Source: an optimization exercise on an open RTL-to-GDS flow (aim: small area, a short achievable clock period and few clock cycles). Production flows keep margins and buffers that such runs may drop. Only simulation tests tie the RTL to the original design; equivalence was not proved. No activity file was given, so power comes from the tool's default toggle rates.

## core_top
module core_top (
  input  logic            clk,
  input  logic            rstn,
  input  core_pkg::word_t instr,
  output core_pkg::word_t pc,
  output core_pkg::word_t data_addr,
  output core_pkg::word_t wdata,
  output core_pkg::strb_t data_we,
  output logic            load,
  input  core_pkg::word_t rdata,
  input  logic            mem_done,
  output logic            illegal
);
  logic is_lui, is_auipc, is_jal, is_jalr, is_branch, is_load, is_store, is_op, is_opimm;
  logic uses_rs1, uses_rs2, writes_rd, valid;
  core_pkg::word_t imm_i, imm_s, imm_u, imm_pc;
  core_pkg::reg_idx_t rs1, rs2, rd;
  logic [2:0] funct3;
  core_pkg::word_t rf_rs1, rf_rs2, rs1_val, rs2_val, pc_plus4, pc_imm;
  core_pkg::word_t a_d, b_d, c_d;
  logic fwd1, fwd2, predict;
  logic e_valid, e_load, e_store, e_branch, e_jalr, e_wr, e_ldw, e_sub, e_arith, e_pred;
  core_pkg::reg_idx_t e_rd;
  logic [2:0] e_funct3;
  core_pkg::word_t a, b, c;
  core_pkg::word_t sum, addr, alu_res, e_result, load_data;
  logic eq, lt, ltu, cond, taken, redirect;
  logic hold, advance, issue, ld_wb, wr_en, pend, mem_free;
  core_pkg::reg_idx_t ld_rd, wr_idx;
  logic [2:0] ld_funct3;
  core_pkg::word_t wr_data;
  core_pkg::strb_t strb;
  assign rs1    = instr[19:15];
  assign rs2    = instr[24:20];
  assign rd     = instr[11:7];
  assign funct3 = instr[14:12];
  rv_decoder u_decoder (
    .instr(instr), .is_lui(is_lui), .is_auipc(is_auipc), .is_jal(is_jal),
    .is_jalr(is_jalr), .is_branch(is_branch), .is_load(is_load), .is_store(is_store),
    .is_op(is_op), .is_opimm(is_opimm), .uses_rs1(uses_rs1), .uses_rs2(uses_rs2),
    .writes_rd(writes_rd), .valid(valid), .imm_i(imm_i), .imm_s(imm_s), .imm_u(imm_u),
    .imm_pc(imm_pc)
  );
  int_reg_file u_regs (
    .clk(clk), .rstn(rstn), .rs1_idx(rs1), .rs2_idx(rs2), .rd_idx(wr_idx), .rd_we(wr_en),
    .rd_data(wr_data), .rs1_data(rf_rs1), .rs2_data(rf_rs2)
  );
  assign fwd1    = e_valid && e_wr && (e_rd == rs1);
  assign fwd2    = e_valid && e_wr && (e_rd == rs2);
  assign rs1_val = fwd1 ? e_result : rf_rs1;
  assign rs2_val = fwd2 ? e_result : rf_rs2;
  assign pc_plus4 = pc + 32'd4;
  assign pc_imm   = pc + imm_pc;
  ...
clock: 12.0 ns
lec_check: 0
abc_area: 1
cap_margin: 20
core_margin: 2
core_utilization: 40
place_density: 0.6
slew_margin: 20
standard.sh (not shown) runs the stock make flow with config.mk's settings and CLKGATE_MAP_FILE= SYNTH_SCRIPT=/design/flow/synth_recipe.tcl, a recipe that flattens the netlist after the stock synthesis.
==> flow/flow/run.sh <==
#!/bin/bash
# Standard layout (the standard.sh: standard synthesis, floorplan, placement, CTS,
# routing), with these changes to how it is made; the SDC (clock period, I/O delays,
# output load) is the design's, unchanged:
#  - port buffers are buf_4 instead of the default, slower, buffer choice.
set -euo pipefail
bash standard.sh SETUP_SLACK_MARGIN=9 TNS_END_PERCENT=0 \
  "BUFFER_PORTS_ARGS=-buffer_cell sky130_fd_sc_hd__buf_4" finish > standard_flow.log 2>&1
Testbench counts at the start, summed over its fixed seeds: cycles 37,361.
Rerun with:
--- a/flow/flow/run.sh
+++ b/flow/flow/run.sh
@@ -5,4 +5,4 @@
 #  - port buffers are buf_4 instead of the default, slower, buffer choice.
 set -euo pipefail
-bash standard.sh SETUP_SLACK_MARGIN=9 TNS_END_PERCENT=0 \
+bash standard.sh SETUP_SLACK_MARGIN=9 TNS_END_PERCENT=0 SKIP_GATE_CLONING=1 \
   "BUFFER_PORTS_ARGS=-buffer_cell sky130_fd_sc_hd__buf_4" finish > standard_flow.log 2>&1
Settings changed: CTS_CLUSTER_DIAMETER set to 100, CTS_CLUSTER_SIZE set to 20.
The changed run ran to the end with no violations.
Wire length goes down slightly.
Cell count goes down slightly.
Setup slack improves by 10 ps.
Global-route usage goes down by 0.27 points.
Fmax is about the same.
Total power goes down by roughly a tenth.
Synthesized cell count stays the same.
Area after synthesis does not change.
Design area goes down by a few percent.
Count of clock-buffer cells in the layout goes down by 66.

-- what the ideal ports hide --
No port has a modelled driver above. Below, the same layouts with a new extraction and two added sets of constraints.
Step 1, drivers: a clkbuf_16 drives clk and a buf_2 each remaining input, both assumed.
Step 2 also shifts input and output timing later by t, the mid clock arrival at the registers, as if the neighbouring blocks saw the same clock.
Three values: ideal ports, drivers, drivers and shift; two values: the first two.
run | t, ns | slack for setup (ns) | worst setup path after step 2 | worst slew at a driven data input, ns
the first run | 0.852 | 6.008 / 6.036 / 5.184 | input to register | 0.09
the second run | 0.807 | 6.018 / 6.076 / 5.268 | input to register | 0.09
After both steps every run listed still meets setup and hold. For the first run, which loses most, drivers alone change the setup slack by +0.028 ns; drivers and shift together by -0.824 ns.
